Source: an optimization exercise on an open RTL-to-GDS flow (aim: small area). Production flows keep margins and buffers that such runs may drop.
In this exercise RTL edits were held to simulation tests only and were not proved equivalent to the original.

==> inputs of indigo <==
## rv32_decode_execute
module rv32_decode_execute (
  input  logic                 clk,
  input  logic                 reset_n,
  input  logic                 valid_in,
  input  logic                 stall,
  input  logic [XLEN-1:0]      instr,
  input  logic [XLEN-1:0]      pc,
  input  logic [XLEN-1:0]      rs1_val,
  input  logic [XLEN-1:0]      rs2_val,
  output logic [4:0]           rs1_addr,
  output logic [4:0]           rs2_addr,
  output logic                 valid_out,
  output logic [4:0]           rd_addr,
  output logic                 reg_write,
  output logic [XLEN-1:0]      result,
  output logic [XLEN-1:0]      mem_addr,
  output logic [XLEN-1:0]      store_data,
  output logic                 is_load,
  output logic                 is_store,
  output logic [2:0]           load_type,
  output logic [2:0]           store_type,
  output logic                 branch_taken,
  output logic [XLEN-1:0]      pc_target,
  output logic                 is_div,
  output logic [1:0]           div_op,
  output logic                 illegal,
  output logic                 halt,
  output logic                 misaligned
);
  logic [6:0] opc;
  logic [2:0] f3;
  logic [6:0] f7;
  logic [4:0] rd;
  assign opc = instr[6:0];
  ...
clock: 14.0 ns
lec_check: 0
abc_area: 1
cap_margin: 20
core_margin: 2
core_utilization: 60
slew_margin: 20
synth_hierarchical: 1
run.sh (not shown) runs the stock make flow with config.mk's settings and CLKGATE_MAP_FILE= SYNTH_SCRIPT=/design/flow/synth_recipe.tcl, a recipe that flattens the netlist after the stock synthesis.
==> inputs of garnet, as changes to indigo <==
==> flow/flow/run.sh (new file) <==
#!/bin/bash
# 1. the standard synthesis (standard.sh synth), unchanged.
# 2. Its combinational logic re-mapped for area by Yosys/ABC (flow/remap.sh, ABC script
#    flow/area.abc); registers, full/half adder cells and tie cells are left as they are.
# 3. the standard layout (standard.sh finish) of the re-mapped netlist, with the port
#    buffers made from the smallest buffer cell; its timing repair restores the 14 ns clock.
# Each step's full output goes to its own log in this folder.
set -uo pipefail
export BUFFER_PORTS_ARGS="-buffer_cell sky130_fd_sc_hd__buf_1"
LIB=$FLOW_HOME/platforms/$FLOW_PLATFORM/lib/sky130_fd_sc_hd__tt_025C_1v80.lib
R=$PWD/orfs/results/$FLOW_PLATFORM/rv32_decode_execute/base

bash standard.sh synth > synth.log 2>&1 || { tail -20 synth.log; exit 1; }
cp "$R/1_2_yosys.v" standard_synth.v
python3 flow/mkmodels.py "$LIB" models.v > mkmodels.log 2>&1 || { tail -20 mkmodels.log; exit 1; }
bash flow/remap.sh standard_synth.v remapped.v "$LIB" "$PWD/flow/area.abc" models.v \
  > remap.log 2>&1 || { tail -20 remap.log; exit 1; }
cp remapped.v "$R/1_2_yosys.v"
rm -f "$R/1_synth.odb" "$R/1_synth.sdc"
bash standard.sh BUFFER_PORTS_ARGS="$BUFFER_PORTS_ARGS" finish > standard.log 2>&1
rc=$?
tail -30 standard.log
exit $rc
==> flow/flow/area.abc (new file) <==
strash; ifraig; dc2; dc2; dch -f; map -B 0.9; topo; stime -c; buffer -c; dnsize -c
==> flow/flow/mkmodels.py (new file) <==
#!/usr/bin/env python3
"""Write Verilog models (assign statements) of the library's combinational cells from the
liberty 'function' attributes, so that Yosys can re-map them. Cells that are kept as they
are (flip-flops, latches, full/half adders, tie cells and special cells) get no model.
usage: mkmodels.py LIBERTY OUT.v"""
import re
import sys

lib = open(sys.argv[1]).read()
keep = re.compile(r'__(fa|ha|fah|df|edf|sdf|sedf|dl|conb|probe|lpflow|tap|fill|decap|diode|'
                  r'ebuf|einv|clkdly|dlygate|dlymetal|macro)')
out = []
for c in re.split(r'\n\s*cell\s*\(', lib)[1:]:
    name = re.match(r'\s*"?(\w+)"?', c).group(1)
    if keep.search(name):
        continue
    starts = list(re.finditer(r'\bpin\s*\(\s*"?(\w+)"?\s*\)', c))
    ins, outs, ok = [], [], True
    for k, m in enumerate(starts):
        body = c[m.end(): starts[k + 1].start() if k + 1 < len(starts) else len(c)]
        d = re.search(r'direction\s*:\s*"?(\w+)"?', body)
        if not d:
            ok = False
            break
        if d.group(1) == 'input':
            ins.append(m.group(1))
        elif d.group(1) == 'output':
            f = re.search(r'\bfunction\s*:\s*"([^"]*)"', body)
            if not f:
                ok = False
                break
            outs.append((m.group(1), f.group(1)))
    if not ok or not outs:
        continue
    ports = ', '.join([f'input {i}' for i in ins] + [f'output {o}' for o, _ in outs])
    out.append(f'module {name} ({ports});')
    for o, f in outs:
        out.append(f'  assign {o} = {f.replace("!", "~")};')
    out.append('endmodule')
open(sys.argv[2], 'w').write('\n'.join(out) + '\n')
==> flow/flow/remap.sh (new file) <==
#!/bin/bash
# Re-map the combinational logic of a synthesized netlist for area with Yosys/ABC.
# Flip-flops, full/half adder cells and tie cells are kept as they are (no model), so the
# registers keep their cells and names.
# usage: remap.sh IN.v OUT.v LIBERTY ABC_SCRIPT MODELS.v
set -euo pipefail
IN=$1; OUT=$2; LIB=$3; ABCS=$4; MODELS=$5
DU=""
for c in probe_p_8 probec_p_8 lpflow_bleeder_1 lpflow_clkbufkapwr_1 lpflow_clkbufkapwr_16 \
  lpflow_clkbufkapwr_2 lpflow_clkbufkapwr_4 lpflow_clkbufkapwr_8 lpflow_clkinvkapwr_1 \
  lpflow_clkinvkapwr_16 lpflow_clkinvkapwr_2 lpflow_clkinvkapwr_4 lpflow_clkinvkapwr_8 \
  lpflow_decapkapwr_12 lpflow_decapkapwr_3 lpflow_decapkapwr_4 lpflow_decapkapwr_6 \
  lpflow_decapkapwr_8 lpflow_inputiso0n_1 lpflow_inputiso0p_1 lpflow_inputiso1n_1 \
  lpflow_inputiso1p_1 lpflow_inputisolatch_1 lpflow_isobufsrc_1 lpflow_isobufsrc_16 \
  lpflow_isobufsrc_2 lpflow_isobufsrc_4 lpflow_isobufsrc_8 lpflow_isobufsrckapwr_16 \
  lpflow_lsbuf_lh_hl_isowell_tap_1 lpflow_lsbuf_lh_hl_isowell_tap_2 \
  lpflow_lsbuf_lh_hl_isowell_tap_4 lpflow_lsbuf_lh_isowell_4 lpflow_lsbuf_lh_isowell_tap_1 \
  lpflow_lsbuf_lh_isowell_tap_2 lpflow_lsbuf_lh_isowell_tap_4; do
  DU="$DU -dont_use sky130_fd_sc_hd__$c"
done
printf 'set_driving_cell sky130_fd_sc_hd__buf_1\nset_load 5\n' > remap.constr
cat > remap.ys <<EOF
read_verilog $MODELS
read_liberty -lib -ignore_redef $LIB
read_verilog $IN
hierarchy -check -top $FLOW_TOP
tee -o remap_stat_in.txt stat -liberty $LIB
flatten
opt_clean
techmap
opt -fast
abc -D 14000 -constr $PWD/remap.constr -liberty $LIB $DU -script $ABCS
setundef -zero
splitnets
opt_clean -purge
hilomap -singleton -hicell sky130_fd_sc_hd__conb_1 HI -locell sky130_fd_sc_hd__conb_1 LO
insbuf -buf sky130_fd_sc_hd__buf_4 A X
tee -o remap_stat_out.txt stat -liberty $LIB
write_verilog -noattr -noexpr -nohex -nodec $OUT
EOF
yosys -s remap.ys
==> flow/standard.sh (new file) <==
#!/bin/bash
# synth_recipe.tcl (not shown) runs the flow's synth.tcl, then flattens the netlist and writes it again
# the make line also repeats each setting of config.mk as NAME=value (left out here)
make -C /OpenROAD-flow-scripts/flow DESIGN_CONFIG=/design/flow/config.mk WORK_HOME=/design/flow/orfs CLKGATE_MAP_FILE= SYNTH_SCRIPT=/design/flow/synth_recipe.tcl "${@:-finish}"
CAP_MARGIN = 10   (was 20)
CTS_BUF_LIST = sky130_fd_sc_hd__clkbuf_4 sky130_fd_sc_hd__clkbuf_8   (was not set)
SLEW_MARGIN = 10   (was 20)
removed: flow/run.sh
==> results.cfg <==
[status]
run_status = complete, no violations

[layout]
final_util = 0.639
n_all_buffers = 486

[global_route]
met3_usage = 0.153
grt_use_met1 = 0.621

[setup_path]
required_ns = 14.32
r2r_cells = 2

[pwr]
power_frac_seq = 0.086

[route]
routed_via_density = 7.10

[sta]
period_minus_slack_ns = 13.34
# the run above: garnet

==> results.cfg <==
[status]
run_status = complete, no violations

[global_route]
met3_usage = 0.140
grt_use_met1 = 0.608

[pwr]
power_frac_seq = 0.070

[layout]
n_all_buffers = 428
final_util = 0.664

[setup_path]
required_ns = 14.33
r2r_cells = 3

[sta]
period_minus_slack_ns = 12.60
setup_ws_ns = 1.40

[min_path]
holdPathStages = 2

[clock_network]
max-clock-path-buffers = 2
# the run above: indigo

==> re-timing with driven ports <==
The results above use ideal ports. As a check the final layouts listed here were re-extracted and re-timed, cells and wires unchanged. Step 1, drivers: a clkbuf_16 drives clk and a buf_2 each remaining input, both assumed. Step 2 adds t to the input delays and takes it off the output delays; t is the mean of the earliest and latest rising clock arrival at the registers after step 1. Input paths then give back, and output paths get back, about the clock's delay inside the block. Three values: ideal, step 1, step 2; two values: the first two.
run | t (ns) | slack for setup (ns) | worst hold slack (ns) | worst register clock-pin slew, ns | cell pins on the clock port's net
indigo | 0.476 | 1.396 / 1.429 / 0.953 | 0.464 / 0.464 / 0.464 | 0.09 / 0.09 | 1
garnet | 0.454 | 0.661 / 0.643 / 0.189 | 0.491 / 0.491 / 0.491 | 0.10 / 0.10 | 1
After both steps every run listed still meets setup and hold. The setup slack of garnet, which loses most, moves by -0.018 ns with the drivers and by -0.472 ns with both steps.
